This design comes from an exercise in tuning for a short achievable clock period and few clock cycles on the open sky130 flow, not from production work. The RTL was checked by simulation tests, not by an equivalence proof against the original design. Power is estimated from default activity; no workload was simulated.

## main
// mips_core
module mips_core (
    input  logic                   clk,
    input  logic                   reset,
    output logic [$clog2(256)-1:0]  imem_addr,
    input  logic [32-1:0]  imem_data,
    output logic                   dmem_wr_en,
    output logic                   dmem_rd_en,
    output logic [32-1:0]  dmem_addr,
    output logic [32-1:0]  dmem_wdata,
    input  logic [32-1:0]  dmem_rdata,
    output logic                   wb_valid,
    output logic [5-1:0] wb_addr,
    output logic [32-1:0]  wb_data
);
    localparam int XLEN = 32;
    localparam int PCW  = $clog2(256);
    localparam int RAW  = 5;
    localparam int NREG = 32;
    logic [PCW-1:0]  pc;            
    logic [PCW-1:0]  pc_plus1;      
    logic            reset_q;       
    logic [XLEN-1:0] d_instr;
    logic            d_valid;       
    logic [PCW-1:0]  d_pcn;         
    logic [7:0][XLEN-1:0] d_part1;  
    logic [7:0][XLEN-1:0] d_part2;  
    logic            e_op_sum;      
    logic            e_cin;         
    logic            e_op_and;
    logic            e_op_or;
    logic            e_op_slt;
    logic            e_load;
    logic            e_store;
    logic            e_br;          
    logic [PCW-1:0]  e_target;
    logic [PCW-1:0]  e_target_p1;
    logic [RAW-1:0]  e_dst;         
    logic [XLEN-1:0] e_a;           
    logic [XLEN-1:0] e_b;           
    logic [XLEN-1:0] e_x;           
    logic [XLEN-1:0] e_o;           
    logic [XLEN-1:0] e_t;           
    logic            e_t_m;         
    logic            m_op_sum;
    logic            m_op_and;
    logic            m_op_or;
    logic            m_op_slt;
    logic [XLEN-1:0] m_sum;
    logic [XLEN-1:0] m_and;
    logic [XLEN-1:0] m_or;
    logic            m_a_sign;
    logic            m_b_sign;
    logic [XLEN-3:0] m_addr;        
    logic [XLEN-1:0] m_wdata;
    logic [RAW-1:0]  m_dst;
    logic            m_load;        
    logic            m_store;
    logic            m_load_wb;     
    logic            m_load_o;      
    logic [XLEN-1:0] m_result;      
    logic [XLEN-1:0] m_val;         
    logic [XLEN-1:0] w_res;
    logic [RAW-1:0]  w_dst;         
    logic [NREG-1:1] w_sel;         
  ...
For scale: ~2,100 flip-flops, roughly 0.090 sq mm of cells after synthesis.
Settings: LEC_CHECK=0, ABC_CLOCK_PERIOD_IN_PS=2000, CAP_MARGIN=20, CORE_MARGIN=2, CORE_UTILIZATION=30, SETUP_SLACK_MARGIN=4.2, SLEW_MARGIN=20, TNS_END_PERCENT=100; clock period 7.0 ns.
run.sh (not shown) runs the stock make flow with config.mk's settings and CLKGATE_MAP_FILE= SYNTH_SCRIPT=/design/flow/synth_recipe.tcl, a recipe that flattens the netlist after the stock synthesis.
Testbench counts of main, summed over its fixed seeds: cycles 21,402.
Input-level comparison between the feature branch and main:
--- a/flow/design.v
+++ b/flow/design.v
@@ -578,20 +578,19 @@
     logic [RAW-1:0]  nx_dst;
     logic            nx_logic;
     logic            n_imm_b, n_inv;
     logic            n_rs_ex, n_rt_ex;
     logic            n_a_mem, n_a_wb, n_a_wb2, n_a_wb3, n_a_rf;
     logic            n_t_mem, n_t_wb, n_t_wb2, n_t_wb3, n_t_rf;
     logic            s_a_ex, s_a_mem, s_a_wb, s_a_wb2, s_a_wb3, s_a_rf;
     logic            s_t_mem, s_t_wb, s_t_wb2, s_t_wb3, s_t_rf;
-    logic            s_t_ex;
-    logic            s_b_pos, s_b_neg, s_b_imm;    
     logic            s_bp_ex, s_bp_mem, s_bp_wb, s_bp_wb2, s_bp_wb3, s_bp_rf;
     logic            s_bn_ex, s_bn_mem, s_bn_wb, s_bn_wb2, s_bn_wb3, s_bn_rf;
+    logic            s_b_imm;
     assign n_rs     = stall ? d_rs : imem_data[25:21];
     assign n_rt     = stall ? d_rt : imem_data[20:16];
     assign nx_dst   = stall ? '0 : d_dst;
     assign nx_logic = !stall && d_valid && (d_and || d_or);
     assign n_imm_b  = stall ? d_imm_b : (f_addi || f_lw || f_sw);
     assign n_inv    = stall ? d_sub : f_sub;
     hazard_unit i_next_sources (
         .rs_id       (n_rs),
@@ -621,33 +620,30 @@
         s_a_wb2  <= n_a_wb2;
         s_a_wb3  <= n_a_wb3;
         s_a_rf   <= n_a_rf;
         s_t_mem  <= n_t_mem;
         s_t_wb   <= n_t_wb;
         s_t_wb2  <= n_t_wb2;
         s_t_wb3  <= n_t_wb3;
         s_t_rf   <= n_t_rf;
-        s_t_ex   <= n_rt_ex && nx_logic;
-        s_b_pos  <= !n_imm_b && !n_inv;
-        s_b_neg  <= !n_imm_b &&  n_inv;
+        s_bp_ex  <= n_rt_ex && nx_logic && !n_imm_b && !n_inv;
+        s_bp_mem <= n_t_mem && !n_imm_b && !n_inv;
+        s_bp_wb  <= n_t_wb  && !n_imm_b && !n_inv;
+        s_bp_wb2 <= n_t_wb2 && !n_imm_b && !n_inv;
+        s_bp_wb3 <= n_t_wb3 && !n_imm_b && !n_inv;
+        s_bp_rf  <= n_t_rf  && !n_imm_b && !n_inv;
+        s_bn_ex  <= n_rt_ex && nx_logic && !n_imm_b &&  n_inv;
+        s_bn_mem <= n_t_mem && !n_imm_b &&  n_inv;
+        s_bn_wb  <= n_t_wb  && !n_imm_b &&  n_inv;
+        s_bn_wb2 <= n_t_wb2 && !n_imm_b &&  n_inv;
+        s_bn_wb3 <= n_t_wb3 && !n_imm_b &&  n_inv;
+        s_bn_rf  <= n_t_rf  && !n_imm_b &&  n_inv;
         s_b_imm  <= n_imm_b;
     end
-    assign s_bp_ex  = s_t_ex  && s_b_pos;
-    assign s_bp_mem = s_t_mem && s_b_pos;
-    assign s_bp_wb  = s_t_wb  && s_b_pos;
-    assign s_bp_wb2 = s_t_wb2 && s_b_pos;
-    assign s_bp_wb3 = s_t_wb3 && s_b_pos;
-    assign s_bp_rf  = s_t_rf  && s_b_pos;
-    assign s_bn_ex  = s_t_ex  && s_b_neg;
-    assign s_bn_mem = s_t_mem && s_b_neg;
-    assign s_bn_wb  = s_t_wb  && s_b_neg;
-    assign s_bn_wb2 = s_t_wb2 && s_b_neg;
-    assign s_bn_wb3 = s_t_wb3 && s_b_neg;
-    assign s_bn_rf  = s_t_rf  && s_b_neg;
     assign next_a = ({XLEN{s_a_ex}} & x_logic) | ({XLEN{s_a_mem}} & m_val)  | ({XLEN{s_a_wb}} & w_res)
                   | ({XLEN{s_a_wb2}} & w2_res) | ({XLEN{s_a_wb3}} & w3_res)
                   | ({XLEN{s_a_rf}} & rf_rd1);
     always_ff @(posedge clk) begin
         e_x <= next_a ^ next_b;
         e_o <= next_a | next_b;
     end
     always_ff @(posedge clk) begin
==> summary.txt <==
Between the feature branch and main, it is the feature branch whose final instance count without filler cells is lower, by 0.67%. The feature branch vs main, buffer share of cell area went down by 0.48 points. The feature branch ends up with lower length of routed met2 wiring than main does. The feature branch ends up with a share of the final layout cell area in sequential cells that is 0.24 points higher than in main. When the final numbers for the feature branch and main were put side by side, the area growth from synthesis to final layout turned out to be smaller in the feature branch. Summary of the feature branch over main: transition at the pin with the smallest max-transition slack has increased, via count has decreased. Area of all sequential standard cells in the feature branch vs main: up 0.32%. Shortest period the worst path allows | the feature branch below main. Pre-CTS setup slack in the feature branch vs main: down 300 ps. Any difference in power share of the combinational group between main and the feature branch is small enough to ignore. Compared main against the feature branch; cell area within noise. The post-synthesis share of cell area spent on xor and xnor gates on the feature branch is in line with that on main.
Testbench counts of the feature branch, summed over its fixed seeds: cycles 21,402.

port drivers added, routing unchanged:
No port has a modelled driver above. Below, the same layouts with a new extraction and two added sets of constraints. Step 1 sets driving cells, clkbuf_16 on the clock port and buf_2 on the other inputs (assumed; they add their load-dependent delay and slew). Step 2 adds t to the input delays and takes it off the output delays; t is the mean of the earliest and latest rising clock arrival at the registers after step 1. Input paths then give back, and output paths get back, about the clock's delay inside the block. Three values: no drivers, after step 1, after step 2; two values: the first two.
run | shift t [ns] | setup slack, ns | worst setup path at the end | slew at the worst register clock pin (ns) | worst data-port slew with drivers (ns)
main | 0.950 | 4.080 / 4.080 / 3.203 | input to register | 0.07 / 0.07 | 0.06
the feature branch | 0.959 | 4.202 / 4.112 / 3.336 | input to register | 0.06 / 0.06 | 0.07
After both steps setup and hold are still met in every run listed. For main, which loses most, drivers alone change the setup slack by 0.000 ns; drivers and shift together by -0.877 ns.
